This design comes from an exercise in tuning for small area and a short achievable clock period on the open sky130 flow, not from production work. At most, simulation tests tie the RTL to the original design; equivalence was not proved. No activity file was given, so power comes from the tool's default toggle rates.

Design eth_switch_2p, start of the top module:
module eth_switch_2p
#(
    parameter eth_sw_pkg::eth_word_t ADDR_A        = eth_sw_pkg::ADDR_A_DEF,
    parameter eth_sw_pkg::eth_word_t ADDR_B        = eth_sw_pkg::ADDR_B_DEF,
    parameter int        FIFO_DEPTH    = eth_sw_pkg::FIFO_DEPTH_DEF,
    parameter int        MAX_PKT_WORDS = eth_sw_pkg::MAX_PKT_WORDS_DEF
) (
    input  logic        clk,
    input  logic        rst_n,
    input  logic        Ain,
    input  logic [31:0] inDataA,
    input  logic        Bin,
    input  logic [31:0] inDataB,
    output logic        Aout,
    output logic [31:0] outDataA,
    output logic        Bout,
    output logic [31:0] outDataB,
    output logic [15:0] drop_cnt_a,
    output logic [15:0] drop_cnt_b
);
Size: roughly 5100 cells after synthesis, ~170 I/O pins.
clock: 6.5 ns
lec_check: 0
cap_margin: 20
core_margin: 2
core_utilization: 55
place_density: 0.75
setup_slack_margin: 3.8
slew_margin: 20
tns_end_percent: 60
standard.sh (not shown) runs the stock make flow with config.mk's settings and CLKGATE_MAP_FILE= SYNTH_SCRIPT=/design/flow/synth_recipe.tcl, a recipe that flattens the netlist after the stock synthesis.
==> flow/flow/run.sh <==
#!/bin/bash
# The standard layout (the standard.sh, all steps), with two changes:
#  - port buffers of a plain buffer cell instead of the flow's default pick;
#  - clock tree synthesis without dummy loads and with larger sink clusters.
set -euo pipefail
bash standard.sh \
  "BUFFER_PORTS_ARGS=-buffer_cell sky130_fd_sc_hd__buf_4" \
  "CTS_ARGS=-sink_clustering_enable -repair_clock_nets -dont_use_dummy_load -sink_clustering_size 24 -sink_clustering_max_diameter 80" \
  finish > make_finish.log 2>&1
Then changed:
- PLACE_DENSITY: 0.75 -> default
Outcome: Maximum frequency drops by 4.5%. Clock-buffer cell count climbs by 3. Worst hold slack improves by 52 ps. Global-route usage climbs by 2.5 points. Synthesized cell count stays the same. Critical path depth went down by 2. Setup slack got worse by 140 ps. Wire length goes up by 6.5%.
Then changed:
==> flow/flow/run.sh (replaced) <==
#!/bin/bash
# The standard layout (the standard.sh, all steps), with these changes:
#  - port buffers of a plain buffer cell instead of the flow's default pick;
#  - clock tree synthesis without dummy loads and with larger sink clusters;
#  - pins grouped by port: each ingress and each egress on its own side of the die (io.tcl).
set -euo pipefail
bash standard.sh \
  "BUFFER_PORTS_ARGS=-buffer_cell sky130_fd_sc_hd__buf_4" \
  "CTS_ARGS=-sink_clustering_enable -repair_clock_nets -dont_use_dummy_load -sink_clustering_size 24 -sink_clustering_max_diameter 80" \
  "PRE_IO_PLACEMENT_TCL=$PWD/flow/io.tcl" \
  finish > make_finish.log 2>&1
==> flow/flow/io.tcl (new file) <==
# Pin sides: each ingress on its own side, each egress (with its drop counter) on its own.
proc my_bus {name width} {
  set l {}
  for {set i 0} {$i < $width} {incr i} { lappend l "${name}\[$i\]" }
  return $l
}
set_io_pin_constraint -pin_names [concat {Ain} [my_bus inDataA 32]] -region left:*
set_io_pin_constraint -pin_names [concat {Bin} [my_bus inDataB 32]] -region right:*
set_io_pin_constraint -pin_names [concat {Aout} [my_bus outDataA 32] [my_bus drop_cnt_a 16]] -region top:*
set_io_pin_constraint -pin_names [concat {Bout} [my_bus outDataB 32] [my_bus drop_cnt_b 16]] -region bottom:*
The new run went through all stages and came out clean.
Final area barely changes.
Worst setup slack is better by 140 ps.
Clock-buffer cell count fell by 1.
Routed wire length rises by a few percent.
Utilization hardly moves.
Total power came out higher slightly.
Maximum frequency increases by a few percent.
Critical path depth grows by 1.
Die area does not change.
No functional check of the RTL was part of any run of this note.


eth_switch_2p, a different RTL version from the one above (not shown whole).
Size in the first run: about 2300 flip-flops, ~170 I/O pins, roughly 0.086 sq mm of cells after synthesis.
export LEC_CHECK = 0
export CAP_MARGIN = 20
export CORE_MARGIN = 2
export CORE_UTILIZATION = 70
export PLACE_DENSITY = 0.75
export SETUP_SLACK_MARGIN = 3.9
export SLEW_MARGIN = 20
export TNS_END_PERCENT = 80
create_clock -name core_clock -period 6.5 [get_ports {clk}]
==> flow/flow/run.sh <==
#!/bin/bash
# The standard layout (the standard.sh, all steps), with two changes:
#  - port buffers of a plain buffer cell instead of the flow's default pick;
#  - clock tree synthesis without dummy loads and with larger sink clusters.
set -euo pipefail
bash standard.sh \
  "BUFFER_PORTS_ARGS=-buffer_cell sky130_fd_sc_hd__buf_4" \
  "CTS_ARGS=-sink_clustering_enable -repair_clock_nets -dont_use_dummy_load -sink_clustering_size 24 -sink_clustering_max_diameter 80" \
  finish > make_finish.log 2>&1
Next try:
Settings changed: CORE_UTILIZATION 70 to 50, PLACE_DENSITY 0.75 to unset, SETUP_SLACK_MARGIN 3.9 to 3.8, TNS_END_PERCENT 80 to 10.
Result: The new run ran to the end with no violations. Core utilization came out lower by 24 points. Final cell count came out higher by a little under a tenth. Non-clock buffer count came out lower by 104. Total power came out lower slightly. Clock skew came out higher by 0.023 ns. Wire length came out higher by a few percent.
Next try:
Settings changed: CORE_UTILIZATION 50 to 55, TNS_END_PERCENT 10 to 30.
Setup slack gets better by 0.14 ns. Flip-flop and latch count is unchanged. Power rose slightly. Register-to-register slack gets better by 0.14 ns. Core utilization rose by 6.1 points. Via count barely changes. Design area rose slightly. Routed wire length is unchanged. Area after synthesis does not change.
Next try:
Settings changed: CORE_UTILIZATION 55 to 65, PLACE_DENSITY set to 0.7, SETUP_SLACK_MARGIN 3.8 to 4.0, TNS_END_PERCENT 30 to 80.
Worst hold slack got worse by 0.0073 ns.
Global-route usage is higher by 4.9 points.
First-iteration DRC count is higher by about a fifth.
Wire length is lower by a few percent.


## alpha
Starting RTL as in the previous note.
Settings: LEC_CHECK=0, CAP_MARGIN=20, CORE_MARGIN=2, CORE_UTILIZATION=60, SETUP_SLACK_MARGIN=4.0, SLEW_MARGIN=20, TNS_END_PERCENT=60; clock period 6.5 ns.
Scripts as last shown in full above: flow/flow/run.sh
alpha reached the final stage; the timing, design-rule and antenna checks on its layout passed.
diff inputs: alpha => beta
diff --git a/flow/config.mk b/flow/config.mk
--- a/flow/config.mk
+++ b/flow/config.mk
@@ -8,6 +8,6 @@
 export CAP_MARGIN = 20
 export CORE_MARGIN = 2
-export CORE_UTILIZATION = 60
-export SETUP_SLACK_MARGIN = 4.0
+export CORE_UTILIZATION = 70
+export SETUP_SLACK_MARGIN = 3.8
 export SLEW_MARGIN = 20
 export TNS_END_PERCENT = 60
==> run summary <==
When the final numbers for alpha and beta were put side by side, the global placement routability congestion turned out to be smaller in alpha. | wire length | beta vs alpha | better |. Going from alpha to beta, the clock skew was found to have gone down by 5.8 ps. Between alpha and beta, fmax is lower for beta, alpha comes in above that. beta vs. alpha: overall global routing resource usage went up by 2.4 points, final cycle utilization of the critical path shows an increase of 0.65 points. beta vs alpha: clock power down by a few percent. alpha consumes more power than beta. Between alpha and beta, fraction of the core area covered by cells at the end of the flow increased. [diff] final period demand of the worst path, beta relative to alpha: regression.
> inputs changed (beta -> gamma)
diff --git a/flow/config.mk b/flow/config.mk
--- a/flow/config.mk
+++ b/flow/config.mk
@@ -8,6 +8,6 @@
 export CAP_MARGIN = 20
 export CORE_MARGIN = 2
-export CORE_UTILIZATION = 70
+export CORE_UTILIZATION = 55
 export SETUP_SLACK_MARGIN = 3.8
 export SLEW_MARGIN = 20
-export TNS_END_PERCENT = 60
+export TNS_END_PERCENT = 100
## What came out
Number of global-route vias before repair (lower): gamma. Slowest library cell on the worst path = sky130_fd_sc_hd__nor3_1: beta; slowest library cell on the worst path = sky130_fd_sc_hd__or4_1: gamma. Height of the die: gamma vs beta up about 13%. In gamma the first-pass GRT wire length turned out 25 mm higher than in beta. Relative to beta, clock-buffer cell count has gone up in gamma. gamma: top achievable clock speed lower than beta.
Relative to gamma, the following input files were edited for delta:
diff --git a/flow/flow/run.sh b/flow/flow/run.sh
--- a/flow/flow/run.sh
+++ b/flow/flow/run.sh
@@ -6,4 +6,4 @@
 bash standard.sh \
   "BUFFER_PORTS_ARGS=-buffer_cell sky130_fd_sc_hd__buf_4" \
-  "CTS_ARGS=-sink_clustering_enable -repair_clock_nets -dont_use_dummy_load -sink_clustering_size 24 -sink_clustering_max_diameter 80" \
+  "CTS_ARGS=-sink_clustering_enable -repair_clock_nets -dont_use_dummy_load -sink_clustering_size 20 -sink_clustering_max_diameter 60" \
   finish > make_finish.log 2>&1
diff --git a/flow/config.mk b/flow/config.mk
--- a/flow/config.mk
+++ b/flow/config.mk
@@ -8,6 +8,7 @@
 export CAP_MARGIN = 20
 export CORE_MARGIN = 2
-export CORE_UTILIZATION = 55
-export SETUP_SLACK_MARGIN = 3.8
+export CORE_UTILIZATION = 65
+export PLACE_DENSITY = 0.7
+export SETUP_SLACK_MARGIN = 3.9
 export SLEW_MARGIN = 20
-export TNS_END_PERCENT = 100
+export TNS_END_PERCENT = 90
==> run summary <==
Maximum clock frequency | delta above gamma
From gamma to delta the numbers moved as follows: largest driver fanout on the critical path fell by 25; clock insertion delay at the later pin of the skew report moved up; routed wire length now smaller; setup fix buffers added after clock tree synthesis went up by 49%.
#### Input delta (epsilon over delta)
diff --git a/flow/flow/run.sh b/flow/flow/run.sh
--- a/flow/flow/run.sh
+++ b/flow/flow/run.sh
@@ -6,4 +6,4 @@
 bash standard.sh \
   "BUFFER_PORTS_ARGS=-buffer_cell sky130_fd_sc_hd__buf_4" \
-  "CTS_ARGS=-sink_clustering_enable -repair_clock_nets -dont_use_dummy_load -sink_clustering_size 20 -sink_clustering_max_diameter 60" \
+  "CTS_ARGS=-sink_clustering_enable -repair_clock_nets -dont_use_dummy_load -sink_clustering_size 24 -sink_clustering_max_diameter 80" \
   finish > make_finish.log 2>&1
diff --git a/flow/config.mk b/flow/config.mk
--- a/flow/config.mk
+++ b/flow/config.mk
@@ -12,3 +12,3 @@
 export SETUP_SLACK_MARGIN = 3.9
 export SLEW_MARGIN = 20
-export TNS_END_PERCENT = 90
+export TNS_END_PERCENT = 80
Results
Across both runs, power was lower for epsilon than for delta. epsilon vs delta, global-route total usage across every layer went down by 0.66 points. epsilon: routed wire length on met2 0.51% below delta.

## static timing again, ports no longer ideal
How much do the figures lean on ideal ports? The routed layouts below were timed once more, with nothing changed but the port constraints. Step 1 (the two cells are an assumption about what drives the block):
set clk [get_ports {clk}]
set_driving_cell -lib_cell sky130_fd_sc_hd__clkbuf_16 $clk
set_driving_cell -lib_cell sky130_fd_sc_hd__buf_2 [delete_from_list [all_inputs] $clk]
Step 2 moves the port delays by t, midway between the first and last clock arrival at a register: inputs arrive t later, outputs are due t later. That takes back most of the time a late clock gives input paths. Three values: no drivers, after step 1, after step 2; two values: the first two.
| run | shift t [ns] | setup slack, ns | latest minus earliest clock arrival (ns) | cell pins on the clock port's net |
|---|---|---|---|---|
| the first run of note 1 | 0.850 | 3.513 / 3.448 / 2.599 | 0.147 / 0.147 | 1 |
| the second run of note 1 | 0.853 | 3.371 / 3.309 / 2.457 | 0.061 / 0.061 | 1 |
| the third run of note 1 | 0.854 | 3.512 / 3.480 / 2.626 | 0.067 / 0.068 | 1 |
| the first run of note 2 | 0.804 | 3.771 / 3.719 / 2.914 | 0.080 / 0.079 | 1 |
| the second run of note 2 | 0.856 | 3.428 / 3.428 / 2.582 | 0.089 / 0.090 | 1 |
| the third run of note 2 | 0.841 | 3.569 / 3.569 / 2.878 | 0.083 / 0.083 | 1 |
| the fourth run of note 2 | 0.824 | 3.689 / 3.661 / 2.837 | 0.059 / 0.058 | 1 |
| alpha | 0.829 | 3.769 / 3.682 / 2.939 | 0.082 / 0.082 | 1 |
| beta | 0.792 | 3.726 / 3.645 / 2.959 | 0.077 / 0.076 | 1 |
| gamma | 0.841 | 3.658 / 3.650 / 2.922 | 0.074 / 0.074 | 1 |
| delta | 0.867 | 3.740 / 3.652 / 2.963 | 0.063 / 0.063 | 1 |
| epsilon | 0.824 | 3.780 / 3.692 / 3.034 | 0.072 / 0.072 | 1 |
After both steps every run listed still meets setup and hold.
